From an optimization exercise on the open Yosys and OpenROAD flow, aimed at small area and a short achievable clock period; shortcuts taken in it are not production practice.
Where RTL was checked, it was by simulation tests only, not by an equivalence proof against the original.
Function not checked in runs 3 and 4: the RTL went through the layout flow alone.
Power figures rest on the tool's default switching activity, not on a simulated workload.

===== design.v =====
`default_nettype none
package tcpStreamPkg;
	typedef logic [7:0]  byteT;
	typedef logic [31:0] ipAddrT;
	typedef logic [15:0] portT;
	typedef logic [31:0] seqNumT;
	typedef logic [15:0] lenT;
	typedef logic [5:0]  cntT;
	localparam byteT ETH_TYPE_IPV4_HI = 8'h08;
	localparam byteT ETH_TYPE_IPV4_LO = 8'h00;
	localparam byteT ETH_TYPE_VLAN_HI = 8'h81;
	localparam lenT        IP_TCP_MIN_HDR = 16'd40;	 
	localparam logic [3:0] MIN_HDR_WORDS  = 4'd5;	 
	localparam cntT MAC_BYTES      = 6'd12;	 
	localparam cntT VLAN_BYTES     = 6'd3;	 
	localparam cntT IP_FIXED_BYTES = 6'd20;
	localparam cntT TCP_PORT_BYTES = 6'd4;
	localparam cntT TCP_SEQ_BYTES  = 6'd4;
	localparam cntT TCP_ACK_BYTES  = 6'd4;
	localparam cntT TCP_REST_BYTES = 6'd6;	 
	localparam cntT IP_LEN_HI_POS = 6'd2;
	localparam cntT IP_LEN_LO_POS = 6'd3;
	localparam cntT IP_PROTO_POS  = 6'd9;
	localparam cntT IP_SRC_POS    = 6'd12;
	localparam cntT IP_DST_POS    = 6'd16;
	typedef enum logic [7:0] {
		protoTcp   = 8'd6,
		protoOther = 8'hff	 
	} ipProtoT;
	typedef enum logic [5:0] {
		stIdle,
		stMac,
		stEthTypeHi,
		stEthTypeLo,
		stVlan,
		stIpFixed,
		stIpOpt,
		stTcpPorts,
		stTcpSeq,
		stTcpAck,
		stTcpOffset,
		stTcpFlags,
		stTcpRest,
		stTcpOpt,
		stPayload
	} parseStateT;
endpackage
`default_nettype wire
`timescale 1ns/1ps
`default_nettype none
import tcpStreamPkg::*;
module frameParser (
	input  wire                  CLOCK,
	input  wire                  rst,
	input  wire                  newPkt,
	input  wire                  byteIn,		 
	input  wire tcpStreamPkg::byteT   data,
	input  wire                  isVlanHi,	 
	input  wire                  isIpv4Hi,
	input  wire                  isIpv4Lo,
	input  wire                  isTcp,
	input  wire tcpStreamPkg::ipAddrT srcIp,
	input  wire tcpStreamPkg::ipAddrT dstIp,
	input  wire tcpStreamPkg::portT   srcPort,
	input  wire tcpStreamPkg::portT   dstPort,
	output logic                 payNext,	 
	output logic                 payFirst,
	output logic                 segValid,
	output tcpStreamPkg::seqNumT segSeq,
	output logic                 segSyn,
	output tcpStreamPkg::lenT    segLen
);
	logic sMac, sEthHi, sEthLo, sVlan, sIpFixed, sIpOpt, sTcpPorts, sTcpSeq;
	logic sTcpAck, sTcpOffset, sTcpFlags, sTcpRest, sTcpOpt, sPayload;
	tcpStreamPkg::cntT    left;		 
	tcpStreamPkg::cntT    leftLoad;
	logic                 fieldLast;
	logic                 hdrDone;
	logic [3:0]           ihl;
	logic [3:0]           dataOff;
	logic                 ipTcp;
	tcpStreamPkg::seqNumT seqReg;
	logic                 synFlag;
	logic                 match;		 
	logic                 firstFlag;
	tcpStreamPkg::lenT    payLeft;
	logic [8:0]           payLenLo;	 
	logic [3:0]           hdrWords;
	logic                 hiBorrow;	 
	logic                 loZero;		 
	logic                 payLast;		 
	logic                 payNonZero;	 
	tcpStreamPkg::byteT   cmpByte;
	logic [11:0]          cmpSel;		 
	tcpStreamPkg::byteT   cmpNext;
	logic                 cmpIn;
	logic ihlLow, ihlMin, ihlOpt, offMin, offOpt;
	assign ihlLow = ihl < MIN_HDR_WORDS;
	assign ihlMin = ihl == MIN_HDR_WORDS;
	assign ihlOpt = ihl > MIN_HDR_WORDS;
	assign offMin = dataOff == MIN_HDR_WORDS;
	assign offOpt = dataOff > MIN_HDR_WORDS;
	assign fieldLast = left == '0;
	assign hdrDone = byteIn && fieldLast && ((sTcpRest && offMin) || sTcpOpt);
	assign payFirst = firstFlag;
	assign segValid = !rst && hdrDone && match;
	assign segSeq   = seqReg;
	assign segSyn   = synFlag;
	assign segLen   = payLeft;	 
	assign hdrWords = sTcpOffset ? ihl : dataOff;
	assign payLenLo = {1'b0, payLeft[7:0]} - {3'b000, hdrWords, 2'b00};
	assign leftLoad =
		({6{sEthHi && isVlanHi}}              & (VLAN_BYTES - 1'b1)) |
		({6{sEthLo}}                          & (IP_FIXED_BYTES - 1'b1)) |
		({6{sIpFixed && ihlOpt}}              & {4'(ihl - 4'd6), 2'b11}) |
		({6{(sIpFixed && !ihlOpt) || sIpOpt || sTcpPorts || sTcpSeq}} & (TCP_SEQ_BYTES - 1'b1)) |
		({6{sTcpFlags}}                       & (TCP_REST_BYTES - 1'b1)) |
		({6{sTcpRest}}                        & {4'(dataOff - 4'd6), 2'b11});
	assign payNext = !rst && !newPkt &&
		(byteIn ? (hdrDone && match && payNonZero) || (sPayload && !payLast) : sPayload);
	always_ff @(posedge CLOCK) begin
		if (rst) begin
			{sMac, sEthHi, sEthLo, sVlan, sIpFixed, sIpOpt, sTcpPorts, sTcpSeq} <= '0;
			{sTcpAck, sTcpOffset, sTcpFlags, sTcpRest, sTcpOpt, sPayload} <= '0;
			match     <= 1'b0;
			firstFlag <= 1'b0;
		end else if (newPkt) begin
			{sMac, sEthHi, sEthLo, sVlan, sIpFixed, sIpOpt, sTcpPorts, sTcpSeq} <= 8'b1000_0000;
			{sTcpAck, sTcpOffset, sTcpFlags, sTcpRest, sTcpOpt, sPayload} <= '0;
			match <= 1'b1;
		end else if (byteIn) begin
			sMac       <= sMac && !fieldLast;
			sEthHi     <= (sMac || sVlan) && fieldLast;
			sVlan      <= (sEthHi && isVlanHi) || (sVlan && !fieldLast);
			sEthLo     <= sEthHi && !isVlanHi && isIpv4Hi;
			sIpFixed   <= (sEthLo && isIpv4Lo) || (sIpFixed && !fieldLast);
			sIpOpt     <= (sIpFixed && fieldLast && ihlOpt) || (sIpOpt && !fieldLast);
			sTcpPorts  <= (((sIpFixed && ihlMin) || sIpOpt) && fieldLast && ipTcp) ||
				(sTcpPorts && !fieldLast);
			sTcpSeq    <= (sTcpPorts && fieldLast) || (sTcpSeq && !fieldLast);
			sTcpAck    <= (sTcpSeq && fieldLast) || (sTcpAck && !fieldLast);
			sTcpOffset <= sTcpAck && fieldLast;
			sTcpFlags  <= sTcpOffset;
			sTcpRest   <= sTcpFlags || (sTcpRest && !fieldLast);
			sTcpOpt    <= (sTcpRest && fieldLast && offOpt) || (sTcpOpt && !fieldLast);
			sPayload   <= payNext;
			if (cmpIn && data != cmpByte)
				match <= 1'b0;
			if (hdrDone && match && payNonZero)
				firstFlag <= 1'b1;
			else if (sPayload)
				firstFlag <= 1'b0;
		end
	end
	always_ff @(posedge CLOCK) begin
		if (newPkt)
			left <= MAC_BYTES - 1'b1;
		else if (byteIn)
			left <= fieldLast ? leftLoad : left - 1'b1;
	end
	assign cmpIn = byteIn && ((sIpFixed && left <= IP_FIXED_BYTES - 1'b1 - IP_SRC_POS) || sTcpPorts);
	logic [95:0] sessBytes;
	assign sessBytes = {srcIp, dstIp, srcPort, dstPort};
	always_comb begin
		cmpNext = '0;
		for (int i = 1; i < 12; i++)
			cmpNext = cmpNext | (sessBytes[95 - 8 * i -: 8] & {8{cmpSel[i]}});
	end
	always_ff @(posedge CLOCK) begin
		if (newPkt) begin
			cmpByte <= sessBytes[95:88];
			cmpSel  <= 12'b0000_0000_0010;
		end else if (cmpIn) begin
			cmpByte <= cmpNext;
			cmpSel  <= {cmpSel[10:0], 1'b0};
		end
	end
	always_ff @(posedge CLOCK) begin
		if (byteIn) begin
			if (sIpFixed && left == IP_FIXED_BYTES - 1'b1)
				ihl <= data[3:0];
			if (sIpFixed && left == IP_FIXED_BYTES - 1'b1 - IP_PROTO_POS)
				ipTcp <= isTcp;
			if (sTcpSeq)
				seqReg <= {seqReg[23:0], data};	 
			if (sTcpOffset)
				dataOff <= data[7:4];
			if (sTcpFlags)
				synFlag <= data[1];
		end
	end
	always_ff @(posedge CLOCK) begin
		if (hiBorrow)
			payLeft[15:8] <= payLeft[15:8] - 1'b1;
		hiBorrow <= 1'b0;
		if (byteIn) begin
			if (sPayload) begin
				payLeft[7:0] <= payLeft[7:0] - 1'b1;
				if (loZero) payLeft[15:8] <= payLeft[15:8] - 1'b1;
			end else if (sIpFixed && left == IP_FIXED_BYTES - 1'b1 - IP_LEN_HI_POS)
				payLeft[15:8] <= data;
			else if (sIpFixed && left == IP_FIXED_BYTES - 1'b1 - IP_LEN_LO_POS)
				payLeft[7:0] <= data;
			else if (sTcpOffset || sTcpFlags) begin
				payLeft[7:0] <= payLenLo[7:0];
				hiBorrow     <= payLenLo[8];
			end
		end
		loZero     <= (byteIn && sPayload) ? payLeft[7:0] == 8'd1 : payLeft[7:0] == 8'd0;
		payLast    <= (byteIn && sPayload) ? payLeft == 16'd2 : payLeft == 16'd1;
		payNonZero <= payLeft != '0;
	end
endmodule
`default_nettype wire
`timescale 1ns/1ps
`default_nettype none
module payloadFifo #(
	parameter int fifoDepth = 64
) (
	input  wire                CLOCK,
	input  wire                rst,
	input  wire                payValidNext,	 
	input  wire tcpStreamPkg::byteT payData,
	input  wire                payFirst,
	input  wire                outReady,
	output logic               outValid,
	output tcpStreamPkg::byteT outData,
	output logic               outFirst,
	output logic               dropped
);
	localparam int tailDepth = 63;
	logic [8:0] tail [tailDepth];
	logic [8:0] head;
	logic [8:0] din;
	logic [8:0] snd;
	logic [7:0] sndHi;	 
	logic [7:0] sndLo;	 
	logic       empty;	 
	logic       one;	 
	logic       full;	 
	logic payValid;
	logic doWrite;		 
	logic fullNext;
	logic doRead;
	logic inc;
	logic dec;
	assign din     = {payFirst, payData};
	assign doRead  = !empty && outReady;
	assign inc     = doWrite && !doRead;
	assign dec     = doRead && !doWrite;
	assign {outFirst, outData} = head;
	always_comb begin
		snd = '0;
		for (int i = 0; i < tailDepth; i++)
			snd = snd | (tail[i] & {9{sndHi[i / 8] && sndLo[i % 8]}});
	end
	always_ff @(posedge CLOCK) begin
		if (doWrite) begin
			tail[0] <= din;
			for (int i = 1; i < tailDepth; i++)
				tail[i] <= tail[i-1];
		end
	end
	logic headDin;
	logic headSnd;
	logic headHold;
	assign headDin  = doWrite && (empty || (doRead && one));
	assign headSnd  = doRead && !headDin;
	assign headHold = !doRead && !headDin;
	always_ff @(posedge CLOCK) begin
		head <= ({9{headDin}} & din) | ({9{headSnd}} & snd) | ({9{headHold}} & head);
	end
	assign fullNext = rst ? 1'b0 :
		inc ? sndHi[7] && sndLo[5] :	 
		dec ? 1'b0 : full;
	always_ff @(posedge CLOCK) begin
		payValid <= payValidNext;
		doWrite  <= payValidNext && !fullNext;
		full     <= fullNext;
	end
	always_ff @(posedge CLOCK) begin
		if (rst) begin
			sndHi    <= 8'b1000_0000;	 
			sndLo    <= 8'b0100_0000;
			outValid <= 1'b0;
			empty    <= 1'b1;
			one      <= 1'b0;
			dropped  <= 1'b0;
		end else begin
			outValid <= inc || (dec ? !one : !empty);
			if (inc) begin
				sndLo    <= {sndLo[6:0], sndLo[7]};
				if (sndLo[7]) sndHi <= {sndHi[6:0], sndHi[7]};
				empty    <= 1'b0;
				one      <= empty;
			end
			if (dec) begin
				sndLo    <= {sndLo[0], sndLo[7:1]};
				if (sndLo[0]) sndHi <= {sndHi[0], sndHi[7:1]};
				empty    <= one;
				one      <= sndHi[0] && sndLo[0];	 
			end
			if (payValid && full)
				dropped <= 1'b1;
		end
	end
endmodule
`default_nettype wire
`timescale 1ns/1ps
`default_nettype none
import tcpStreamPkg::*;
module seqTracker (
	input  wire                 CLOCK,
	input  wire                 rst,
	input  wire                 segValid,
	input  wire tcpStreamPkg::seqNumT segSeq,
	input  wire                 segSyn,
	input  wire tcpStreamPkg::lenT    segLen,
	output logic                gapped
);
	tcpStreamPkg::seqNumT expSeq;		 
	logic   synSeen;
	logic   seqMiss;
	logic [3:0] pend;		 
	logic   carry0;		 
	logic   carry1;		 
	logic   carry;
	logic [8:0] sumLo;
	logic [8:0] sumHi;
	assign sumLo = segSyn ? 9'(segSeq[7:0]) + 9'd1 : 9'(segSeq[7:0]) + 9'(segLen[7:0]);
	assign sumHi = segSyn ? {1'b0, segSeq[15:8]}   : 9'(segSeq[15:8]) + 9'(segLen[15:8]);
	always_ff @(posedge CLOCK) begin
		seqMiss <= segSeq != expSeq;
		pend    <= {pend[2:0], segValid};
		if (pend[0]) begin	 
			{carry0, expSeq[7:0]}  <= sumLo;
			{carry1, expSeq[15:8]} <= sumHi;
		end
		if (pend[1]) begin
			expSeq[15:8] <= expSeq[15:8] + 8'(carry0);
			carry        <= carry1 || (carry0 && expSeq[15:8] == 8'hff);
		end
		if (pend[2])
			{carry, expSeq[23:16]} <= 9'(segSeq[23:16]) + 9'(carry);
		if (pend[3])
			expSeq[31:24]          <= segSeq[31:24] + 8'(carry);
	end
	always_ff @(posedge CLOCK) begin
		if (rst) begin
			synSeen <= 1'b0;
			gapped  <= 1'b0;
		end else if (segValid) begin
			if (segSyn) begin
				synSeen <= 1'b1;
				gapped  <= 1'b0;
			end else begin
				gapped <= synSeen && seqMiss;
			end
		end
	end
endmodule
`default_nettype wire
`timescale 1ns/1ps
`default_nettype none
import tcpStreamPkg::*;
module tcpStream #(
	parameter int fifoDepth = 64
) (
	input  wire                  CLOCK,
	input  wire                  rst,
	input  wire                  newPkt,
	input  wire                  dataValid,
	input  wire tcpStreamPkg::byteT   data,
	input  wire tcpStreamPkg::ipAddrT srcIp,
	input  wire tcpStreamPkg::portT   srcPort,
	input  wire tcpStreamPkg::ipAddrT dstIp,
	input  wire tcpStreamPkg::portT   dstPort,
	input  wire                  outReady,
	output logic                 outValid,
	output tcpStreamPkg::byteT   outData,
	output logic                 outFirst,
	output logic                 dropped,
	output logic                 gapped
);
	logic               rstQ;
	logic               newPktQ;
	logic               byteInQ;	 
	tcpStreamPkg::byteT dataQ;
	logic               isVlanHiQ;
	logic               isIpv4HiQ;
	logic               isIpv4LoQ;
	logic               isTcpQ;
	always_ff @(posedge CLOCK) begin
		rstQ      <= rst;
		newPktQ   <= newPkt;
		byteInQ   <= dataValid && !newPkt;
		dataQ     <= data;
		isVlanHiQ <= data == ETH_TYPE_VLAN_HI;
		isIpv4HiQ <= data == ETH_TYPE_IPV4_HI;
		isIpv4LoQ <= data == ETH_TYPE_IPV4_LO;
		isTcpQ    <= data == 8'(protoTcp);
	end
	logic   payNext;
	logic   payValidNext;	 
	logic   payFirst;
	assign payValidNext = !rst && dataValid && !newPkt && payNext;
	logic   segValid;
	tcpStreamPkg::seqNumT segSeq;
	logic   segSyn;
	tcpStreamPkg::lenT    segLen;
	frameParser frameParser_i (
		.CLOCK(CLOCK), .rst(rstQ),
		.newPkt(newPktQ), .byteIn(byteInQ), .data(dataQ),
		.isVlanHi(isVlanHiQ), .isIpv4Hi(isIpv4HiQ), .isIpv4Lo(isIpv4LoQ), .isTcp(isTcpQ),
		.srcIp(srcIp), .dstIp(dstIp), .srcPort(srcPort), .dstPort(dstPort),
		.payNext(payNext), .payFirst(payFirst),
		.segValid(segValid), .segSeq(segSeq), .segSyn(segSyn), .segLen(segLen)
	);
	payloadFifo #(.fifoDepth(fifoDepth)) payloadFifo_i (
		.CLOCK(CLOCK), .rst(rst),
		.payValidNext(payValidNext), .payData(dataQ), .payFirst(payFirst),
		.outReady(outReady), .outValid(outValid), .outData(outData),
		.outFirst(outFirst), .dropped(dropped)
	);
	seqTracker seqTracker_i (
		.CLOCK(CLOCK), .rst(rst),
		.segValid(segValid), .segSeq(segSeq), .segSyn(segSyn), .segLen(segLen),
		.gapped(gapped)
	);
endmodule
`default_nettype wire

===== flow/run.sh =====
#!/bin/bash
# The standard layout, with plain buffers on the ports in place of the
# delay buffers that buffer_ports picks by default. Every port still gets
# its own buffer.
set -euo pipefail
export BUFFER_PORTS_ARGS="-buffer_cell sky130_fd_sc_hd__buf_1"
bash standard.sh > standard.log 2>&1

===== standard.sh =====
#!/bin/bash
# synth_recipe.tcl (not shown) runs the flow's synth.tcl, then flattens the netlist and writes it again
# the make line also repeats each setting of config.mk as NAME=value (left out here)
make -C /OpenROAD-flow-scripts/flow DESIGN_CONFIG=/design/flow/config.mk WORK_HOME=/design/flow/orfs CLKGATE_MAP_FILE= SYNTH_SCRIPT=/design/flow/synth_recipe.tcl "${@:-finish}"

===== config.mk =====
export PLATFORM = sky130hd
export DESIGN_NAME = tcpStream
export DESIGN_NICKNAME = tcpStream
export VERILOG_FILES = /design/flow/design.v
export SDC_FILE = /design/flow/constraint.sdc
export NUM_CORES = 4
export LEC_CHECK = 0
export ABC_CLOCK_PERIOD_IN_PS = 2200
export CAP_MARGIN = 10
export CORE_MARGIN = 2
export CORE_UTILIZATION = 55
export CTS_BUF_LIST = sky130_fd_sc_hd__clkbuf_16
export CTS_CLUSTER_DIAMETER = 120
export CTS_CLUSTER_SIZE = 24
export PLACE_DENSITY = 0.7
export SETUP_SLACK_MARGIN = 3.3
export SLEW_MARGIN = 10

===== constraint.sdc =====
create_clock -name core_clock -period 5.5 [get_ports {CLOCK}]
set_input_delay 1.1000 -clock core_clock [delete_from_list [all_inputs] [get_ports {CLOCK}]]
set_output_delay 1.1000 -clock core_clock [all_outputs]
set_load 0.01 [all_outputs]

==> impl_metrics.prom, run 1 <==
# TYPE chip_impl_metric gauge
chip_impl_metric{name="total_clock_buffers_created_by_cts",unit=""} 37
chip_impl_metric{name="globalRoute.totalOverflow",unit=""} 0
chip_impl_metric{name="grt_antenna_before_repair",unit=""} 1
chip_impl_metric{name="p_per_area",unit="nW/um^2"} 280.3
chip_impl_metric{name="power.leakage",unit="nW"} 10.78
chip_impl_metric{name="report.power.total",unit="mW"} 9.402
chip_impl_metric{name="average_routed_wire_per_standard_cell",unit="um"} 25.90
chip_impl_metric{name="arrival_time_at_the_worst_endpoint",unit="ns"} 2.65
chip_impl_metric{name="timing_hold_violations_final",unit=""} 0
chip_impl_metric{name="final_core_util",unit=""} 0.6100
chip_impl_info{name="endpoint_of_the_worst_register_to_register_path",value="payloadFifo_i.head[8]$_DFF_P_"} 1
chip_impl_metric{name="cp_max_fo",unit=""} 47
chip_impl_info{name="grt_setup_unrepaired",value="yes"} 1
chip_impl_metric{name="clk-insertion-delay-late",unit="ns"} 0.59
chip_impl_metric{name="dpl_cell_area",unit="sq um"} 31650
chip_impl_metric{name="final_layout_size_suffix_gt1_frac",unit=""} 0.09403
chip_impl_metric{name="drt_pre_antenna_iters",unit=""} 7
chip_impl_metric{name="rows",unit=""} 86
chip_impl_metric{name="groute.layer.met2.usage",unit=""} 0.4262
chip_impl_metric{name="yosys_warnings",unit=""} 5
chip_impl_metric{name="clock_skew",unit="ns"} 0.01833
chip_impl_info{name="timing.critical_path.to_type",value="register"} 1
chip_impl_metric{name="maxCapViolations",unit=""} 0
chip_impl_info{name="worstHoldStart",value="isTcpQ$_DFF_P_"} 1
chip_impl_metric{name="timing.fmax",unit="MHz"} 453.0
chip_impl_metric{name="netlist_instances",unit=""} 2120
chip_impl_metric{name="post-route-drc-count",unit=""} 0
chip_impl_metric{name="layout.nets",unit=""} 2368
chip_impl_metric{name="grt_pass1_wl",unit="um"} 114600
chip_impl_metric{name="hold-worst-slack",unit="ns"} 0.4227
chip_impl_info{name="crit_type",value="register to register"} 1
chip_impl_metric{name="global_route.usage.met3",unit=""} 0.05324
chip_impl_metric{name="post_synth_instance_area",unit="sq um"} 30480
chip_impl_metric{name="clock_tree.htree_level_count",unit=""} 2
chip_impl_info{name="grt-busiest-layer",value="met2"} 1
chip_impl_metric{name="first_global_vias",unit=""} 19228
chip_impl_metric{name="worstMarginPinSlew",unit="ns"} 1.248
chip_impl_metric{name="post-route-min-period",unit="ns"} 2.207
chip_impl_metric{name="crit_required",unit="ns"} 5.94
chip_impl_info{name="timing.critical_path.from_type",value="register"} 1
chip_impl_metric{name="average_footprint_of_a_synthesized_cell",unit="sq um"} 14.38
chip_impl_metric{name="design_area",unit="sq um"} 33540
chip_impl_metric{name="timing.final.setup_violations",unit=""} 0
chip_impl_metric{name="num_antenna_cells",unit=""} 0
chip_impl_metric{name="maxSlewViolCount",unit=""} 0
chip_impl_metric{name="drt_iter0_markers",unit=""} 2615
chip_impl_info{name="synth-main-ff-cell",value="sky130_fd_sc_hd__edfxtp_1"} 1
chip_impl_metric{name="final_antenna_violating_net_count",unit=""} 0
chip_impl_metric{name="async_flop_share",unit=""} 0
chip_impl_metric{name="tritoncts_num_sinks",unit=""} 759
chip_impl_metric{name="routability_congestion",unit=""} 0.9118
chip_impl_metric{name="floorplan.die.width",unit="um"} 239.4
chip_impl_metric{name="ios",unit=""} 121
chip_impl_metric{name="maximum_vdd_drop",unit="uV"} 222.3
chip_impl_info{name="critPathLaunch",value="payloadFifo_i.sndLo[7]$_SDFFE_PP0P_"} 1
chip_impl_metric{name="synthesis.nets",unit=""} 2269
chip_impl_metric{name="count_of_different_cell_masters_after_synthesis",unit=""} 71
chip_impl_metric{name="whs_path_depth",unit=""} 0
chip_impl_metric{name="synth_enable_flop_cells",unit=""} 660
chip_impl_metric{name="clockBufferDepth",unit=""} 3
chip_impl_info{name="master_cell_of_the_clock_root_buffer",value="sky130_fd_sc_hd__clkbuf_16"} 1
chip_impl_metric{name="port_buffer_count",unit=""} 120
chip_impl_metric{name="groute.usage.overall",unit=""} 0.2648
chip_impl_metric{name="worst-r2r-cell-count",unit=""} 7
chip_impl_metric{name="die_h",unit="um"} 239.4
chip_impl_metric{name="clk_pin_slew_worst_paths",unit="ns"} 0.10
chip_impl_info{name="run_status",value="timing/DRC/antenna clean"} 1
chip_impl_metric{name="start_util",unit=""} 0.5543
chip_impl_metric{name="coreArea",unit="sq um"} 54990
chip_impl_metric{name="max-slew-margin-rel",unit=""} 0.1680
chip_impl_metric{name="seq_area_frac_synth",unit=""} 0.7153
chip_impl_metric{name="postSynthRegisterBits",unit=""} 759
chip_impl_metric{name="place.detailed.hpwl",unit="um"} 46510
chip_impl_info{name="post-synth-top-area-cell",value="sky130_fd_sc_hd__edfxtp_1"} 1
chip_impl_info{name="synthTopCellsByArea",value="sky130_fd_sc_hd__edfxtp_1, sky130_fd_sc_hd__dfxtp_1, sky130_fd_sc_hd__a22oi_1"} 1
chip_impl_metric{name="reg2reg_setup_slack",unit="ns"} 3.29
chip_impl_metric{name="dieArea",unit="sq um"} 57310
chip_impl_metric{name="vias_per_cell",unit=""} 6.628
chip_impl_metric{name="period_utilization",unit=""} 0.4013
chip_impl_metric{name="detail_route.wirelength",unit="um"} 77490
chip_impl_metric{name="detailroute.via_count",unit=""} 19831
chip_impl_info{name="cts_tree",value="done"} 1
chip_impl_metric{name="gr-usage-met1",unit=""} 0.3632
chip_impl_metric{name="pin_count_of_the_biggest_net_entering_global_routing",unit=""} 218
chip_impl_metric{name="post-synth-top-area-fraction",unit=""} 0.6503
chip_impl_info{name="r2r-start",value="payloadFifo_i.sndLo[7]$_SDFFE_PP0P_"} 1
chip_impl_metric{name="layout-area-overhead-vs-synth",unit="%"} 10.06
chip_impl_info{name="holdPathEnd",value="frameParser_i.ipTcp$_DFFE_PP_"} 1
chip_impl_info{name="hp-class",value="register to register"} 1
-- repair_timing --
action / 4_1_cts / 5_1_grt
pin swaps: 4 / 15
setup endpoints to repair: 564 / 263
gates resized for setup: 81 / 56
setup buffers: 20 / 23
hold buffers: 0 / 0
-- layout make-up --
type,count,area (sq um)
clock buffer,37,925.9
clock inverter,27,108.9
fill,4136,21440
inverter,34,146.4
multi-input combinational,1196,8282
sequential,759,21890
tap,748,935.9
timing repair buffer,191,1255
-- layout by cell type (no fill, tap or decap), drive strengths merged, types with 5 or more instances in the layout --
master,synthesis,routed
edfxtp,660,660
a22oi,196,196
buf,32,190
nand2,132,132
nor2,114,114
dfxtp,99,99
nand3,96,96
a21oi,90,90
a22o,86,86
xnor2,73,73
inv,30,55
nand4,40,40
clkbuf,99,38
ha,37,37
o21ai,25,25
mux2i,24,24
nor3,23,23
a221oi,23,23
xor2,20,20
a222oi,18,18
a211oi,16,16
o22a,15,15
o22ai,14,14
nor2b,14,14
nand2b,12,12
a311oi,11,11
nor4,11,11
a31oi,9,9
and3,8,8
o211ai,7,7
o221ai,7,7
o2111ai,6,6
and2,5,5
or2,5,5
-- synth_stat cells, types with 24 or more instances --
library cell	n
sky130_fd_sc_hd__nand4_1	40
sky130_fd_sc_hd__a21oi_1	89
sky130_fd_sc_hd__edfxtp_1	660
sky130_fd_sc_hd__mux2i_1	24
sky130_fd_sc_hd__a22o_1	86
sky130_fd_sc_hd__ha_1	37
sky130_fd_sc_hd__nand2_1	132
sky130_fd_sc_hd__clkbuf_1	99
sky130_fd_sc_hd__a22oi_1	196
sky130_fd_sc_hd__xnor2_1	73
sky130_fd_sc_hd__dfxtp_1	99
sky130_fd_sc_hd__nand3_1	96
sky130_fd_sc_hd__inv_1	29
sky130_fd_sc_hd__nor2_1	114
-- report_power, final --
group	internal, mW	switching, mW
registers	6.19	0.0548
logic	0.0909	0.0875
clock network	1.24	1.73
-- logic make-up (layout without fill, tap and decap cells) --
group | after synthesis | after routing | share of synthesized area
flops | 759 | 759 | 0.7153
compound gates | 552 | 552 | 0.1342
simple gates | 484 | 484 | 0.07653
buf+inv | 165 | 289 | 0.02106
xor+xnor | 93 | 93 | 0.02673
fa+ha+maj | 40 | 40 | 0.01716
mux | 27 | 27 | 0.008991
-- stage by stage --
step	std cells	setup WS [ns]	TNS, ns
floorplan	2120	-0.2210	-2.893
global placement	2885	2.635	0
detailed placement	2885	2.499	0
CTS	2969	3.283	0
global route	2992	3.221	0
finish	2992	3.293	0
-- critical path, stage by stage (launching register included) --
cell	delay, ns
sky130_fd_sc_hd__dfxtp_2	0.35
sky130_fd_sc_hd__buf_12	0.19
sky130_fd_sc_hd__a22o_1	0.24
sky130_fd_sc_hd__a22o_1	0.25
sky130_fd_sc_hd__a221oi_1	0.27
sky130_fd_sc_hd__nand4_1	0.19
sky130_fd_sc_hd__nor4_4	0.36
sky130_fd_sc_hd__o221ai_1	0.17
-- flip-flops by register name (all words and copies together), names as in the netlist, 8 cells and up, named ones only --
signal	flops
dataQ	8
frameParser_i.cmpByte	8
frameParser_i.cmpSel	11
frameParser_i.payLeft	16
frameParser_i.seqReg	32
payloadFifo_i.head	9
payloadFifo_i.sndHi	8
payloadFifo_i.sndLo	8
payloadFifo_i.tail	567
seqTracker_i.expSeq	32
-- worst max-delay path by stage --
stage                     depth (start not counted)  slack [ns]                                  end
after global placement                            8        2.63  payloadFifo_i.sndLo[7]$_SDFFE_PP0P_
after CTS                                         1        3.28                           outData[6]
after floorplan                                   6       -0.22    payloadFifo_i.sndHi[6]$_SDFF_PP0_
after global routing                              9        3.22   frameParser_i.payLeft[6]$_DFFE_PP_
final                                             7        3.29        payloadFifo_i.head[8]$_DFF_P_
after detailed placement                          8        2.50  payloadFifo_i.sndLo[7]$_SDFFE_PP0P_
-- per-layer routing --
metal | routed length [um] | share of wire
met5 | 0 | 0
met4 | 2400 | 0.031
met3 | 7986 | 0.10
met2 | 36350 | 0.47
met1 | 30740 | 0.40
==> run 2, diff against run 1 <==
--- a/config.mk
+++ b/config.mk
@@ -7,11 +7,11 @@
 export LEC_CHECK = 0
 export ABC_CLOCK_PERIOD_IN_PS = 2200
-export CAP_MARGIN = 10
+export CAP_MARGIN = 20
 export CORE_MARGIN = 2
 export CORE_UTILIZATION = 55
 export CTS_BUF_LIST = sky130_fd_sc_hd__clkbuf_16
-export CTS_CLUSTER_DIAMETER = 120
-export CTS_CLUSTER_SIZE = 24
+export CTS_CLUSTER_DIAMETER = 140
+export CTS_CLUSTER_SIZE = 26
 export PLACE_DENSITY = 0.7
 export SETUP_SLACK_MARGIN = 3.3
-export SLEW_MARGIN = 10
+export SLEW_MARGIN = 20
==> run 2 against run 1 <==
Cell area about the same. Combinational power about the same. Power increased by 0.16%.
==> impl_metrics.prom, run 2 <==
# TYPE chip_impl_metric gauge
chip_impl_info{name="run_status",value="timing/DRC/antenna clean"} 1
chip_impl_metric{name="count_of_different_cell_masters_after_synthesis",unit=""} 71
chip_impl_metric{name="synthesis.nets",unit=""} 2269
chip_impl_metric{name="multiInputGateArea",unit="sq um"} 8273
chip_impl_info{name="grt_setup_unrepaired",value="yes"} 1
chip_impl_metric{name="vias_per_cell",unit=""} 6.592
chip_impl_info{name="worst_path_max_delay_cell",value="sky130_fd_sc_hd__dfxtp_4"} 1
chip_impl_info{name="master_cell_of_the_clock_root_buffer",value="sky130_fd_sc_hd__clkbuf_16"} 1
chip_impl_metric{name="clk_pin_slew_worst_paths",unit="ns"} 0.10
chip_impl_metric{name="finish.cell_count_without_fillers",unit=""} 2991
chip_impl_info{name="final_cell_mix",value="sky130_fd_sc_hd__edfxtp_1, sky130_fd_sc_hd__a22oi_1, sky130_fd_sc_hd__nand2_1"} 1
chip_impl_metric{name="power.leakage",unit="nW"} 10.78
chip_impl_info{name="worstHoldStart",value="isTcpQ$_DFF_P_"} 1
chip_impl_metric{name="first_global_vias",unit=""} 19177
chip_impl_metric{name="drt_pre_antenna_iters",unit=""} 6
chip_impl_metric{name="ios",unit=""} 121
chip_impl_info{name="synth.top_cells.by_count",value="sky130_fd_sc_hd__edfxtp_1, sky130_fd_sc_hd__a22oi_1, sky130_fd_sc_hd__nand2_1"} 1
chip_impl_info{name="regMostFlops",value="payloadFifo_i.tail"} 1
chip_impl_metric{name="routability_congestion",unit=""} 0.9118
chip_impl_metric{name="seq_area_frac_synth",unit=""} 0.7153
chip_impl_metric{name="place_ws",unit="ns"} 2.499
chip_impl_metric{name="final_layout_size_suffix_gt1_frac",unit=""} 0.09500
chip_impl_metric{name="layout.nets",unit=""} 2365
chip_impl_metric{name="netlist_instances",unit=""} 2120
chip_impl_info{name="critical_path.cell_chain",value="buf_6"} 1
chip_impl_metric{name="dieArea",unit="sq um"} 57310
chip_impl_metric{name="coreArea",unit="sq um"} 54990
chip_impl_metric{name="report.power.total",unit="mW"} 9.417
chip_impl_metric{name="pin_count_of_the_biggest_net_entering_global_routing",unit=""} 218
chip_impl_metric{name="grt_antenna_before_repair",unit=""} 1
chip_impl_metric{name="maxCapViolations",unit=""} 0
chip_impl_info{name="synthTopCellsByArea",value="sky130_fd_sc_hd__edfxtp_1, sky130_fd_sc_hd__dfxtp_1, sky130_fd_sc_hd__a22oi_1"} 1
chip_impl_metric{name="final.setup.tns",unit="ns"} 0
chip_impl_metric{name="crit_required",unit="ns"} 4.40
chip_impl_metric{name="place.detailed.hpwl",unit="um"} 46510
chip_impl_metric{name="post-route-drc-count",unit=""} 0
chip_impl_metric{name="timing.final.setup_violations",unit=""} 0
chip_impl_metric{name="average_routed_wire_per_standard_cell",unit="um"} 25.98
chip_impl_metric{name="yosys_warnings",unit=""} 5
chip_impl_metric{name="clock_tree.htree_level_count",unit=""} 2
chip_impl_metric{name="arrival_time_at_the_worst_endpoint",unit="ns"} 1.13
chip_impl_metric{name="worst_slack",unit="ns"} 3.275
chip_impl_metric{name="post-route-min-period",unit="ns"} 2.225
chip_impl_metric{name="drt_iter0_markers",unit=""} 2736
chip_impl_metric{name="detailroute.via_count",unit=""} 19718
chip_impl_metric{name="layout-area-overhead-vs-synth",unit="%"} 10.14
chip_impl_info{name="critPathLaunch",value="payloadFifo_i.head[6]$_DFF_P_"} 1
chip_impl_metric{name="maximum_vdd_drop",unit="uV"} 232.4
chip_impl_metric{name="hold-worst-slack",unit="ns"} 0.4197
chip_impl_metric{name="total_clock_buffers_created_by_cts",unit=""} 35
chip_impl_info{name="crit_type",value="register to output pin"} 1
chip_impl_metric{name="groute.usage.overall",unit=""} 0.2656
chip_impl_info{name="final_common_cell",value="sky130_fd_sc_hd__edfxtp_1"} 1
chip_impl_metric{name="rows",unit=""} 86
chip_impl_info{name="r2r-start",value="frameParser_i.ihl[0]$_DFFE_PP_"} 1
chip_impl_info{name="timing.critical_path.from_type",value="register"} 1
chip_impl_metric{name="path_buf_inv",unit=""} 1
chip_impl_metric{name="synth_enable_flop_cells",unit=""} 660
chip_impl_metric{name="detail_route.wirelength",unit="um"} 77710
chip_impl_metric{name="area.sequential",unit="sq um"} 21890
chip_impl_metric{name="grt_pass1_wl",unit="um"} 115000
chip_impl_info{name="largestRegisters",value="payloadFifo_i.tail: 567 flops, frameParser_i.seqReg: 32 flops, seqTracker_i.expSeq: 32 flops"} 1
chip_impl_metric{name="async_flop_share",unit=""} 0
chip_impl_metric{name="die_h",unit="um"} 239.4
chip_impl_metric{name="globalRoute.totalOverflow",unit=""} 0
chip_impl_info{name="post-synth-top-area-cell",value="sky130_fd_sc_hd__edfxtp_1"} 1
chip_impl_metric{name="final_antenna_violating_net_count",unit=""} 0
chip_impl_metric{name="timing_hold_violations_final",unit=""} 0
chip_impl_info{name="synth-main-ff-cell",value="sky130_fd_sc_hd__edfxtp_1"} 1
chip_impl_metric{name="port_buffer_count",unit=""} 120
chip_impl_metric{name="clk-insertion-delay-late",unit="ns"} 0.60
chip_impl_metric{name="worstMarginPinSlew",unit="ns"} 1.055
chip_impl_metric{name="clock_skew",unit="ns"} 0.03591
chip_impl_metric{name="post_synth_instance_area",unit="sq um"} 30480
chip_impl_info{name="hp-class",value="register to register"} 1
chip_impl_metric{name="fill_cells",unit=""} 4131
chip_impl_metric{name="post-synth-top-area-fraction",unit=""} 0.6503
chip_impl_metric{name="tritoncts_num_sinks",unit=""} 759
chip_impl_info{name="most_numerous_cell_in_the_yosys_netlist",value="sky130_fd_sc_hd__edfxtp_1"} 1
chip_impl_metric{name="numPlacedInstances",unit=""} 2885
chip_impl_metric{name="largest_register_ffs",unit=""} 567
chip_impl_metric{name="average_footprint_of_a_synthesized_cell",unit="sq um"} 14.38
chip_impl_metric{name="p_per_area",unit="nW/um^2"} 280.5
chip_impl_metric{name="worst_path_largest_cell_delay",unit="ns"} 0.40
chip_impl_metric{name="postSynthRegisterBits",unit=""} 759
chip_impl_info{name="timing.critical_path.to_type",value="output pin"} 1
chip_impl_metric{name="max-slew-margin-rel",unit=""} 0.2965
chip_impl_info{name="cts_tree",value="done"} 1
chip_impl_metric{name="timing.fmax",unit="MHz"} 449.4
chip_impl_metric{name="start_util",unit=""} 0.5543
chip_impl_metric{name="floorplan.die.width",unit="um"} 239.4
chip_impl_metric{name="maxSlewViolCount",unit=""} 0
chip_impl_info{name="timing.critical_path.max_delay_family",value="flip-flops"} 1
chip_impl_metric{name="cp_max_fo",unit=""} 2
chip_impl_metric{name="clockBufferDepth",unit=""} 3
chip_impl_metric{name="period_utilization",unit=""} 0.4046
==> run 2: cell families after synthesis <==
logic type	after synthesis	synth area share
fa+ha+maj	40	0.01716
compound gates	552	0.1342
simple gates	484	0.07653
buf+inv	165	0.02106
mux	27	0.008991
flops	759	0.7153
xor+xnor	93	0.02673
==> run 2: final timing paths <==
kind	end	cells past startpoint	slack [ns]
worst max-delay path	outData[6]	1	3.27
worst min register to register	frameParser_i.ipTcp$_DFFE_PP_	0	0.42
worst min-delay path	frameParser_i.ipTcp$_DFFE_PP_	0	0.42
worst max register to register	frameParser_i.payLeft[4]$_DFFE_PP_	9	3.31
==> run 2: power breakdown <==
| group | internal [mW] | leakage, nW | switching [mW] | total (mW) |
|---|---|---|---|---|
| sequential | 6.19 | 6.75 | 0.0544 | 6.25 |
| combinational | 0.0917 | 3.43 | 0.0859 | 0.178 |
| clock | 1.25 | 0.601 | 1.75 | 2.99 |
| total | 7.53 | 10.8 | 1.89 | 9.42 |
==> run 2: routing by layer <==
layer / GRT usage / vias up / share of wire
met5: 0 / - / 0
met4: 0.07500 / 0 / 0.025
met3: 0.05440 / 135 / 0.099
met2: 0.4333 / 1164 / 0.48
met1: 0.3643 / 9894 / 0.40
li1: - / 8525 / -
==> run 2: final cells by class <==
type / count / share of cell area
Sequential cell: 759 / 0.6521
Multi-Input combinational cell: 1196 / 0.2465
Timing Repair Buffer: 190 / 0.03783
Tap cell: 748 / 0.02788
Clock buffer: 37 / 0.02758
Inverter: 34 / 0.004361
Clock inverter: 26 / 0.003690
Antenna cell: 1 / 0.00007455
==> run 2: per-stage QoR <==
step,cell area [sq um],util
final,33570,0.6105
after global routing,33560,0.6104
after CTS,33160,0.6031
after detailed placement,31650,0.5757
after global placement,31650,0.5756
after floorplan,30560,-
==> run 2: repair_timing <==
| item | CTS | global route |
|---|---|---|
| setup buffers | 23 | 18 |
| setup endpoints to repair | 559 | 222 |
| pin swaps | 4 | 17 |
| hold buffers | 0 | 0 |
| gates resized for setup | 79 | 59 |
==> run 3, diff against run 2 <==
--- a/design.v
+++ b/design.v
@@ -250,9 +250,12 @@
 	assign dec     = doRead && !doWrite;
 	assign {outFirst, outData} = head;
+	logic [9*tailDepth-1:0] tailBus;
 	always_comb begin
-		snd = '0;
 		for (int i = 0; i < tailDepth; i++)
-			snd = snd | (tail[i] & {9{sndHi[i / 8] && sndLo[i % 8]}});
+			tailBus[9*i +: 9] = tail[i];
 	end
+	fifoRead #(.depth(tailDepth)) fifoRead_i (
+		.tailBus(tailBus), .selHi(sndHi), .selLo(sndLo), .entry(snd)
+	);
 	always_ff @(posedge CLOCK) begin
 		if (doWrite) begin
@@ -306,4 +309,18 @@
 	end
 endmodule
+module fifoRead #(
+	parameter int depth = 63
+) (
+	input  wire [9*depth-1:0] tailBus,
+	input  wire [7:0]         selHi,
+	input  wire [7:0]         selLo,
+	output logic [8:0]        entry
+);
+	always_comb begin
+		entry = '0;
+		for (int i = 0; i < depth; i++)
+			entry = entry | (tailBus[9*i +: 9] & {9{selHi[i / 8] && selLo[i % 8]}});
+	end
+endmodule
 `default_nettype wire
 `timescale 1ns/1ps
--- a/config.mk
+++ b/config.mk
@@ -11,7 +11,9 @@
 export CORE_UTILIZATION = 55
 export CTS_BUF_LIST = sky130_fd_sc_hd__clkbuf_16
-export CTS_CLUSTER_DIAMETER = 140
-export CTS_CLUSTER_SIZE = 26
+export CTS_CLUSTER_DIAMETER = 120
+export CTS_CLUSTER_SIZE = 24
 export PLACE_DENSITY = 0.7
 export SETUP_SLACK_MARGIN = 3.3
 export SLEW_MARGIN = 20
+export SYNTH_HIERARCHICAL = 1
+export SYNTH_MINIMUM_KEEP_SIZE = 0
==> run 3 against run 2 <==
Register-to-register slack lost 0.33 ns. Via count up 3.0%. Wire length rose by 6.6%. Flip-flop and latch count stayed put. Critical endpoint is now payloadFifo_i.head[8]$_DFF_P_. Largest cell class unchanged.
==> impl_metrics.prom, run 3 <==
# TYPE chip_impl_metric gauge
chip_impl_metric{name="port_buffer_count",unit=""} 120
chip_impl_metric{name="average_routed_wire_per_standard_cell",unit="um"} 27.38
chip_impl_metric{name="arrival_time_at_the_worst_endpoint",unit="ns"} 3.02
chip_impl_metric{name="post-synth-top-area-fraction",unit=""} 0.6418
chip_impl_metric{name="final.setup.tns",unit="ns"} 0
chip_impl_info{name="cts_tree",value="done"} 1
chip_impl_metric{name="period_utilization",unit=""} 0.4588
chip_impl_metric{name="detail_route.wirelength",unit="um"} 82850
chip_impl_metric{name="netlist_instances",unit=""} 2101
chip_impl_metric{name="layout-area-overhead-vs-synth",unit="%"} 12.80
chip_impl_info{name="synthTopCellsByArea",value="sky130_fd_sc_hd__edfxtp_1, sky130_fd_sc_hd__dfxtp_1, sky130_fd_sc_hd__a22oi_1"} 1
chip_impl_metric{name="post_synth_instance_area",unit="sq um"} 30880
chip_impl_metric{name="worst_path_largest_cell_delay",unit="ns"} 0.39
chip_impl_metric{name="tritoncts_num_sinks",unit=""} 759
chip_impl_metric{name="place.detailed.hpwl",unit="um"} 48390
chip_impl_metric{name="path_buf_inv",unit=""} 2
chip_impl_info{name="timing.critical_path.to_type",value="register"} 1
chip_impl_metric{name="clk_pin_slew_worst_paths",unit="ns"} 0.10
chip_impl_metric{name="groute.usage.overall",unit=""} 0.2776
chip_impl_metric{name="power.leakage",unit="nW"} 11.15
chip_impl_metric{name="clockBufferDepth",unit=""} 3
chip_impl_metric{name="final_antenna_violating_net_count",unit=""} 0
chip_impl_info{name="most_numerous_cell_in_the_yosys_netlist",value="sky130_fd_sc_hd__edfxtp_1"} 1
chip_impl_metric{name="globalRoute.totalOverflow",unit=""} 0
chip_impl_metric{name="crit_cells",unit=""} 9
chip_impl_info{name="timing.critical_path.from_type",value="register"} 1
chip_impl_metric{name="clock_skew",unit="ns"} 0.04637
chip_impl_info{name="grt_setup_unrepaired",value="yes"} 1
chip_impl_info{name="critical_path.most_common_cell",value="sky130_fd_sc_hd__mux2_2"} 1
chip_impl_metric{name="ios",unit=""} 121
chip_impl_metric{name="timing.final.setup_violations",unit=""} 0
chip_impl_metric{name="synthesis.nets",unit=""} 2252
chip_impl_metric{name="coreArea",unit="sq um"} 55310
chip_impl_metric{name="timing_hold_violations_final",unit=""} 0
chip_impl_metric{name="maxSlewViolCount",unit=""} 0
chip_impl_metric{name="final_layout_size_suffix_gt1_frac",unit=""} 0.1488
chip_impl_metric{name="routability_congestion",unit=""} 0.9166
chip_impl_metric{name="die_h",unit="um"} 240.9
chip_impl_metric{name="grt_antenna_before_repair",unit=""} 1
chip_impl_info{name="synth-main-ff-cell",value="sky130_fd_sc_hd__edfxtp_1"} 1
chip_impl_metric{name="worst-r2r-cell-count",unit=""} 9
chip_impl_info{name="crit_type",value="register to register"} 1
chip_impl_metric{name="grt_pass1_wl",unit="um"} 119800
chip_impl_metric{name="place_ws",unit="ns"} 2.554
chip_impl_metric{name="timing.fmax",unit="MHz"} 396.3
chip_impl_metric{name="start_util",unit=""} 0.5583
chip_impl_info{name="master_cell_of_the_clock_root_buffer",value="sky130_fd_sc_hd__clkbuf_16"} 1
chip_impl_info{name="timing.critical_path.max_delay_family",value="compound AO/OA/AOI/OAI gates"} 1
chip_impl_metric{name="async_flop_share",unit=""} 0
chip_impl_metric{name="first_global_vias",unit=""} 19439
chip_impl_info{name="final_common_cell",value="sky130_fd_sc_hd__edfxtp_1"} 1
chip_impl_info{name="largestRegisters",value="payloadFifo_i.tail: 567 flops, frameParser_i.seqReg: 32 flops, seqTracker_i.expSeq: 32 flops"} 1
chip_impl_metric{name="drt_iter0_markers",unit=""} 3253
chip_impl_metric{name="max-slew-margin-rel",unit=""} 0.3042
chip_impl_info{name="run_status",value="timing/DRC/antenna clean"} 1
chip_impl_metric{name="dieArea",unit="sq um"} 58050
chip_impl_metric{name="worst_slack",unit="ns"} 2.976
chip_impl_metric{name="p_per_area",unit="nW/um^2"} 272.5
chip_impl_metric{name="drt_pre_antenna_iters",unit=""} 7
chip_impl_metric{name="clock_tree.htree_level_count",unit=""} 2
chip_impl_metric{name="average_footprint_of_a_synthesized_cell",unit="sq um"} 14.70
chip_impl_info{name="post-synth-top-area-cell",value="sky130_fd_sc_hd__edfxtp_1"} 1
chip_impl_info{name="critical_path.cell_chain",value="buf_12 > buf_4 > a22o_1 > o21ai_0 > o2111ai_1 > a2111oi_2 > nand4_1 > mux2_2 > mux2_2"} 1
chip_impl_metric{name="count_of_different_cell_masters_after_synthesis",unit=""} 86
chip_impl_info{name="regMostFlops",value="payloadFifo_i.tail"} 1
chip_impl_metric{name="post-route-min-period",unit="ns"} 2.524
chip_impl_info{name="final_cell_mix",value="sky130_fd_sc_hd__edfxtp_1, sky130_fd_sc_hd__a22oi_1, sky130_fd_sc_hd__buf_1"} 1
chip_impl_metric{name="num_antenna_cells",unit=""} 0
chip_impl_metric{name="whs_path_depth",unit=""} 0
chip_impl_metric{name="detailroute.via_count",unit=""} 20313
chip_impl_metric{name="synth_enable_flop_cells",unit=""} 660
chip_impl_info{name="worst_path_max_delay_cell",value="sky130_fd_sc_hd__dfxtp_4"} 1
chip_impl_metric{name="vias_per_cell",unit=""} 6.713
chip_impl_metric{name="worstMarginPinSlew",unit="ns"} 1.044
chip_impl_metric{name="postSynthRegisterBits",unit=""} 759
chip_impl_metric{name="floorplan.die.width",unit="um"} 240.9
chip_impl_metric{name="pin_count_of_the_biggest_net_entering_global_routing",unit=""} 208
chip_impl_metric{name="seq_area_frac_synth",unit=""} 0.7060
chip_impl_metric{name="largest_register_ffs",unit=""} 567
chip_impl_info{name="hp-class",value="register to register"} 1
chip_impl_metric{name="total_clock_buffers_created_by_cts",unit=""} 37
chip_impl_metric{name="maximum_vdd_drop",unit="uV"} 266.2
chip_impl_metric{name="post-route-drc-count",unit=""} 0
chip_impl_metric{name="crit_required",unit="ns"} 5.99
chip_impl_metric{name="clk-insertion-delay-late",unit="ns"} 0.63
chip_impl_metric{name="yosys_warnings",unit=""} 12
chip_impl_metric{name="cp_max_fo",unit=""} 9
chip_impl_info{name="synth.top_cells.by_count",value="sky130_fd_sc_hd__edfxtp_1, sky130_fd_sc_hd__a22oi_1, sky130_fd_sc_hd__nand2_1"} 1
chip_impl_metric{name="layout.nets",unit=""} 2400
chip_impl_metric{name="rows",unit=""} 86
chip_impl_metric{name="maxCapViolations",unit=""} 0
[run 3: cell types whose count changed after synthesis, moves of 15 or more]
cell                       before  now
sky130_fd_sc_hd__a22oi_1      196  162
sky130_fd_sc_hd__nand3_1       96   79
sky130_fd_sc_hd__nor2_1       114   83
sky130_fd_sc_hd__mux2_2         3   18
sky130_fd_sc_hd__xnor2_1       73   55
sky130_fd_sc_hd__clkbuf_1      99   74
sky130_fd_sc_hd__a32oi_1        3   38
sky130_fd_sc_hd__a22o_1        86  103
sky130_fd_sc_hd__nand2_1      132  107
sky130_fd_sc_hd__o22a_1        15    0
[run 3: path summary, 6_finish.rpt]
check	startpoint	endpoint	slack, ns
setup / recovery	payloadFifo_i.sndHi[6]$_SDFF_PP0_	payloadFifo_i.head[8]$_DFF_P_	2.98
hold reg to reg	payloadFifo_i.tail[46][0]$_DFFE_PP_	payloadFifo_i.tail[47][0]$_DFFE_PP_	0.44
hold / removal	payloadFifo_i.tail[46][0]$_DFFE_PP_	payloadFifo_i.tail[47][0]$_DFFE_PP_	0.44
setup reg to reg	payloadFifo_i.sndHi[6]$_SDFF_PP0_	payloadFifo_i.head[8]$_DFF_P_	2.98
[run 3: kinds of logic after synthesis]
family                     count (synthesis)  synth area share
DFF                                      759            0.7060
adders and majority gates                 42           0.01775
buffers and inverters                    173           0.02419
AOI/OAI and AO/OA                        567            0.1387
and+or+nand+nor                          434           0.07330
muxes                                     51           0.01876
xor gates and xnor gates                  75           0.02127
[run 3: timing repair]
action | CTS | global route
hold buffers | 0 | 0
cloned | 6 | 4
buffers inserted | 48 | 32
endpoints found under the setup margin | 51 | 149
gates resized for setup | 167 | 59
pin swaps | 26 | 31
[run 3: Yosys stat by module, one instance, submodules excluded, a selection]
module | flip-flops and latches | times used
frameParser | 103 | 1
seqTracker | 42 | 1
tcpStream | 15 | 1
[run 3: report_power, final]
part / leakage [nW] / internal [mW] / switching [mW]
registers: 6.46 / 6.18 / 0.0451
clock network: 0.624 / 1.26 / 1.79
logic: 4.07 / 0.109 / 0.105
total: 11.1 / 7.55 / 1.94
[run 3: metal layers]
layer | routed length, um | GRT usage | share of wire | vias up
li1 | - | - | - | 8671
met1 | 32680 | 0.4014 | 0.39 | 10059
met2 | 37800 | 0.4238 | 0.46 | 1416
met3 | 9774 | 0.05444 | 0.12 | 165
met4 | 2582 | 0.09783 | 0.031 | 2
met5 | 13 | 0 | 0.00016 | -
[run 3: per-stage QoR]
step           utilization  instances  power, mW  instance area (sq um)  hold WS [ns]
2_1_floorplan            -       2101      6.445                  30940        0.3839
3_3_place_gp        0.5782       2868      6.540                  31980        0.4291
3_5_place_dp        0.5782       2868      6.546                  31980        0.4328
4_1_cts             0.6189       2990      9.527                  34230        0.4330
5_1_grt             0.6298       3026      9.733                  34830        0.4545
6_report            0.6298       3026      9.490                  34830        0.4401
[run 3: area by class of cell]
type / count / area [sq um]
clock inverters: 31 / 153.9
multi-input cells: 1169 / 8693
well taps: 748 / 935.9
inverters: 42 / 175.2
repair buffers: 240 / 2057
flip-flops and latches: 759 / 21890
fillers: 4045 / 20480
clock buffers: 37 / 925.9
==> run 4, diff against run 3 <==
--- a/design.v
+++ b/design.v
@@ -239,4 +239,5 @@
 	logic       one;	 
 	logic       full;	 
+	logic       droppedN;	 
 	logic payValid;
 	logic doWrite;		 
@@ -250,12 +251,9 @@
 	assign dec     = doRead && !doWrite;
 	assign {outFirst, outData} = head;
-	logic [9*tailDepth-1:0] tailBus;
 	always_comb begin
+		snd = '0;
 		for (int i = 0; i < tailDepth; i++)
-			tailBus[9*i +: 9] = tail[i];
+			snd = snd | (tail[i] & {9{sndHi[i / 8] && sndLo[i % 8]}});
 	end
-	fifoRead #(.depth(tailDepth)) fifoRead_i (
-		.tailBus(tailBus), .selHi(sndHi), .selLo(sndLo), .entry(snd)
-	);
 	always_ff @(posedge CLOCK) begin
 		if (doWrite) begin
@@ -271,6 +269,10 @@
 	assign headSnd  = doRead && !headDin;
 	assign headHold = !doRead && !headDin;
+	logic [8:0] headNext;
+	logic [8:0] headN;
+	assign headNext = ({9{headDin}} & din) | ({9{headSnd}} & snd) | ({9{headHold}} & ~headN);
 	always_ff @(posedge CLOCK) begin
-		head <= ({9{headDin}} & din) | ({9{headSnd}} & snd) | ({9{headHold}} & head);
+		head  <= headNext;
+		headN <= ~headNext;
 	end
 	assign fullNext = rst ? 1'b0 :
@@ -290,4 +292,5 @@
 			one      <= 1'b0;
 			dropped  <= 1'b0;
+			droppedN <= 1'b1;
 		end else begin
 			outValid <= inc || (dec ? !one : !empty);
@@ -304,23 +307,9 @@
 				one      <= sndHi[0] && sndLo[0];	 
 			end
-			if (payValid && full)
-				dropped <= 1'b1;
+			dropped  <= !droppedN || (payValid && full);
+			droppedN <= droppedN && !(payValid && full);
 		end
 	end
 endmodule
-module fifoRead #(
-	parameter int depth = 63
-) (
-	input  wire [9*depth-1:0] tailBus,
-	input  wire [7:0]         selHi,
-	input  wire [7:0]         selLo,
-	output logic [8:0]        entry
-);
-	always_comb begin
-		entry = '0;
-		for (int i = 0; i < depth; i++)
-			entry = entry | (tailBus[9*i +: 9] & {9{selHi[i / 8] && selLo[i % 8]}});
-	end
-endmodule
 `default_nettype wire
 `timescale 1ns/1ps
@@ -363,15 +352,17 @@
 			expSeq[31:24]          <= segSeq[31:24] + 8'(carry);
 	end
+	logic gappedNext;
+	logic gappedN;
+	assign gappedNext = segValid ? !segSyn && synSeen && seqMiss : !gappedN;
 	always_ff @(posedge CLOCK) begin
 		if (rst) begin
 			synSeen <= 1'b0;
 			gapped  <= 1'b0;
-		end else if (segValid) begin
-			if (segSyn) begin
+			gappedN <= 1'b1;
+		end else begin
+			if (segValid && segSyn)
 				synSeen <= 1'b1;
-				gapped  <= 1'b0;
-			end else begin
-				gapped <= synSeen && seqMiss;
-			end
+			gapped  <= gappedNext;
+			gappedN <= !gappedNext;
 		end
 	end
--- a/config.mk
+++ b/config.mk
@@ -16,4 +16,2 @@
 export SETUP_SLACK_MARGIN = 3.3
 export SLEW_MARGIN = 20
-export SYNTH_HIERARCHICAL = 1
-export SYNTH_MINIMUM_KEEP_SIZE = 0
==> run 4 against run 3 <==
Core utilization shrank 1.9 points. Non-clock buffer count shrank 49. Clock skew shrank 0.025 ns. Power grew 1.4%. Hold slack lost 0.017 ns. Combinational power shrank about 20%. Via count shrank 1.8%. Critical path depth shrank 8. Register-to-register slack gained 0.36 ns. Cell area shrank 3.3%. Clock-buffer cell count grew 2. Critical endpoint is now outData[1].
==> impl_metrics.prom, run 4 <==
# TYPE chip_impl_metric gauge
chip_impl_metric{name="timing.final.setup_violations",unit=""} 0
chip_impl_info{name="timing.critical_path.to_type",value="output pin"} 1
chip_impl_metric{name="layout-area-overhead-vs-synth",unit="%"} 9.616
chip_impl_metric{name="maximum_vdd_drop",unit="uV"} 239.3
chip_impl_metric{name="drt_iter0_markers",unit=""} 2833
chip_impl_info{name="master_cell_of_the_clock_root_buffer",value="sky130_fd_sc_hd__clkbuf_16"} 1
chip_impl_info{name="synth-main-ff-cell",value="sky130_fd_sc_hd__edfxtp_1"} 1
chip_impl_info{name="largestRegisters",value="payloadFifo_i.tail: 567 flops, frameParser_i.seqReg: 32 flops, seqTracker_i.expSeq: 32 flops"} 1
chip_impl_info{name="synthTopCellsByArea",value="sky130_fd_sc_hd__edfxtp_1, sky130_fd_sc_hd__dfxtp_1, sky130_fd_sc_hd__a22oi_1"} 1
chip_impl_metric{name="power.leakage",unit="nW"} 10.74
chip_impl_metric{name="layout.nets",unit=""} 2379
chip_impl_metric{name="async_flop_share",unit=""} 0
chip_impl_metric{name="clock_tree.htree_level_count",unit=""} 2
chip_impl_metric{name="maxCapViolations",unit=""} 0
chip_impl_metric{name="worstMarginPinSlew",unit="ns"} 1.024
chip_impl_metric{name="start_util",unit=""} 0.5568
chip_impl_metric{name="worst_path_largest_cell_delay",unit="ns"} 0.38
chip_impl_metric{name="pin_count_of_the_biggest_net_entering_global_routing",unit=""} 188
chip_impl_metric{name="postSynthRegisterBits",unit=""} 770
chip_impl_metric{name="place.detailed.hpwl",unit="um"} 47840
chip_impl_info{name="most_numerous_cell_in_the_yosys_netlist",value="sky130_fd_sc_hd__edfxtp_1"} 1
chip_impl_info{name="worst_path_max_delay_cell",value="sky130_fd_sc_hd__dfxtp_4"} 1
chip_impl_metric{name="synth_enable_flop_cells",unit=""} 660
chip_impl_metric{name="tritoncts_num_sinks",unit=""} 770
chip_impl_metric{name="detail_route.wirelength",unit="um"} 79500
chip_impl_metric{name="globalRoute.totalOverflow",unit=""} 0
chip_impl_metric{name="die_h",unit="um"} 240.4
chip_impl_metric{name="path_buf_inv",unit=""} 1
chip_impl_info{name="timing.critical_path.max_delay_family",value="flip-flops"} 1
chip_impl_metric{name="crit_required",unit="ns"} 4.40
chip_impl_metric{name="groute.usage.overall",unit=""} 0.2715
chip_impl_metric{name="count_of_different_cell_masters_after_synthesis",unit=""} 75
chip_impl_metric{name="grt_antenna_before_repair",unit=""} 2
chip_impl_info{name="r2r-start",value="frameParser_i.synFlag$_DFFE_PP_"} 1
chip_impl_metric{name="floorplan.die.width",unit="um"} 240.4
chip_impl_metric{name="detailroute.via_count",unit=""} 19953
chip_impl_metric{name="clk-insertion-delay-late",unit="ns"} 0.60
chip_impl_metric{name="final_layout_size_suffix_gt1_frac",unit=""} 0.09397
chip_impl_info{name="crit_type",value="register to output pin"} 1
chip_impl_metric{name="port_buffer_count",unit=""} 120
chip_impl_metric{name="period_utilization",unit=""} 0.4004
chip_impl_metric{name="post-route-min-period",unit="ns"} 2.202
chip_impl_metric{name="timing_hold_violations_final",unit=""} 0
chip_impl_metric{name="wl_met2",unit="um"} 36780
chip_impl_metric{name="finish.cell_count_without_fillers",unit=""} 3006
chip_impl_metric{name="p_per_area",unit="nW/um^2"} 285.7
chip_impl_info{name="hp-class",value="register to register"} 1
chip_impl_info{name="synth.top_cells.by_count",value="sky130_fd_sc_hd__edfxtp_1, sky130_fd_sc_hd__a22oi_1, sky130_fd_sc_hd__nand3_1"} 1
chip_impl_metric{name="routability_congestion",unit=""} 0.9055
chip_impl_metric{name="ios",unit=""} 121
chip_impl_metric{name="coreArea",unit="sq um"} 55200
chip_impl_metric{name="average_footprint_of_a_synthesized_cell",unit="sq um"} 14.40
chip_impl_metric{name="final_antenna_violating_net_count",unit=""} 0
chip_impl_info{name="post-synth-top-area-cell",value="sky130_fd_sc_hd__edfxtp_1"} 1
chip_impl_metric{name="post_synth_instance_area",unit="sq um"} 30730
chip_impl_info{name="final_cell_mix",value="sky130_fd_sc_hd__edfxtp_1, sky130_fd_sc_hd__a22oi_1, sky130_fd_sc_hd__nand3_1"} 1
chip_impl_metric{name="route.layer.met1.wl",unit="um"} 32180
chip_impl_metric{name="max-slew-margin-rel",unit=""} 0.3166
chip_impl_info{name="grt_setup_unrepaired",value="yes"} 1
chip_impl_metric{name="drt_pre_antenna_iters",unit=""} 6
chip_impl_info{name="critical_path.cell_chain",value="buf_6"} 1
chip_impl_metric{name="dieArea",unit="sq um"} 57790
chip_impl_metric{name="yosys_warnings",unit=""} 5
chip_impl_metric{name="first_global_vias",unit=""} 19075
chip_impl_info{name="run_status",value="timing/DRC/antenna clean"} 1
chip_impl_metric{name="clk_pin_slew_worst_paths",unit="ns"} 0.10
chip_impl_info{name="top_layer_used",value="met5"} 1
chip_impl_info{name="final_common_cell",value="sky130_fd_sc_hd__edfxtp_1"} 1
chip_impl_metric{name="largest_register_ffs",unit=""} 567
chip_impl_metric{name="maxSlewViolCount",unit=""} 0
chip_impl_metric{name="wl_met3",unit="um"} 8191
chip_impl_metric{name="clock_skew",unit="ns"} 0.02116
chip_impl_metric{name="average_routed_wire_per_standard_cell",unit="um"} 26.45
chip_impl_metric{name="grt_pass1_wl",unit="um"} 117400
chip_impl_metric{name="netlist_instances",unit=""} 2135
chip_impl_metric{name="vias_per_cell",unit=""} 6.638
chip_impl_info{name="critPathLaunch",value="payloadFifo_i.head[1]$_DFF_P_"} 1
chip_impl_metric{name="arrival_time_at_the_worst_endpoint",unit="ns"} 1.10
chip_impl_metric{name="synthesis.nets",unit=""} 2284
chip_impl_info{name="regMostFlops",value="payloadFifo_i.tail"} 1
chip_impl_metric{name="timing.fmax",unit="MHz"} 454.0
chip_impl_metric{name="seq_area_frac_synth",unit=""} 0.7165
chip_impl_metric{name="final.setup.tns",unit="ns"} 0
chip_impl_metric{name="cp_max_fo",unit=""} 1
chip_impl_metric{name="clockBufferDepth",unit=""} 3
chip_impl_metric{name="numPlacedInstances",unit=""} 2893
chip_impl_info{name="worstHoldStart",value="isTcpQ$_DFF_P_"} 1
chip_impl_metric{name="post-route-drc-count",unit=""} 0
chip_impl_metric{name="post-synth-top-area-fraction",unit=""} 0.6448
chip_impl_info{name="timing.critical_path.from_type",value="register"} 1
chip_impl_metric{name="total_clock_buffers_created_by_cts",unit=""} 38
chip_impl_metric{name="hold_buffers",unit=""} 0
chip_impl_info{name="cts_tree",value="done"} 1
chip_impl_metric{name="report.power.total",unit="mW"} 9.625
chip_impl_metric{name="rows",unit=""} 86
## run 4: per-layer routing
layer	vias to the layer above	global-route usage
li1	8648	-
met1	9905	0.3906
met2	1268	0.4180
met3	130	0.05166
met5	-	0
met4	2	0.09354
## run 4: metrics by stage
step / instance area (sq um) / setup slack [ns] / hold slack [ns] / utilization
after global routing: 33690 / 3.221 / 0.4408 / 0.6103
final: 33690 / 3.298 / 0.4231 / 0.6103
after detailed placement: 31830 / 2.235 / 0.4002 / 0.5767
after CTS: 33330 / 3.260 / 0.4151 / 0.6038
after floorplan: 30850 / 0.1262 / 0.3290 / -
after global placement: 31830 / 2.266 / 0.4044 / 0.5767
## run 4: cells by family after synthesis
| logic type | synth area share |
|---|---|
| mux | 0.007246 |
| flops | 0.7165 |
| buf+inv | 0.02198 |
| fa+ha+maj | 0.01702 |
| simple gates | 0.07910 |
| compound gates | 0.1322 |
| xor+xnor | 0.02593 |
## run 4: power by group
group / internal (mW) / switching (mW)
Combinational: 0.0831 / 0.0883
Sequential: 6.28 / 0.0432
Clock: 1.32 / 1.81
Total: 7.68 / 1.94
## run 4: what timing repair did
action                                 in CTS  in global routing
pin swaps                                   1                 12
endpoints found under the hold margin       0                  0
buffers inserted                           21                 24
setup endpoints to repair                 557                159
resized for setup                          61                 45
## run 4: cell type report
class / count / area (sq um)
clock buffer: 39 / 975.9
inverter: 34 / 138.9
tap: 748 / 935.9
antenna: 2 / 5.005
multi-input combinational: 1195 / 8212
fill: 4139 / 21510
sequential: 770 / 22090
timing repair buffer: 191 / 1186
clock inverter: 27 / 148.9
## run 4: worst paths after layout
| path | slack, ns | cells after the start | to |
|---|---|---|---|
| worst max-delay path | 3.30 | 1 | outData[1] |
| worst min-delay path | 0.42 | 0 | frameParser_i.ipTcp$_DFFE_PP_ |
| worst max register to register | 3.34 | 10 | seqTracker_i.carry0$_DFFE_PP_ |
| worst min register to register | 0.42 | 0 | frameParser_i.ipTcp$_DFFE_PP_ |

[afterwards: timing with drivers on the ports]
In the flow no input, the clock included, has a driving cell. The finished layouts below were timed again as built, in two steps. Step 1: set_driving_cell puts a clkbuf_16 on CLOCK and a buf_2 on each other input, an assumption about the parent block. Step 2 also shifts input and output timing later by t, the mid clock arrival at the registers, as if the neighbouring blocks saw the same clock. Three values: ideal, step 1, step 2; two values: the first two.
run	t (ns)	setup slack, ns	hold slack, ns	worst setup path at the end	worst register clock-pin slew, ns
run 1	0.637	3.293 / 3.236 / 2.766	0.423 / 0.423 / 0.423	input to register	0.10 / 0.10
run 2	0.638	3.275 / 3.219 / 2.734	0.420 / 0.420 / 0.420	input to register	0.11 / 0.11
run 3	0.669	2.976 / 2.976 / 2.737	0.440 / 0.440 / 0.440	input to register	0.10 / 0.10
run 4	0.657	3.298 / 3.234 / 2.718	0.423 / 0.423 / 0.423	input to register	0.10 / 0.10
After both steps every run listed still meets setup and hold. For run 4, which loses most, drivers alone change the setup slack by -0.064 ns; drivers and shift together by -0.580 ns.
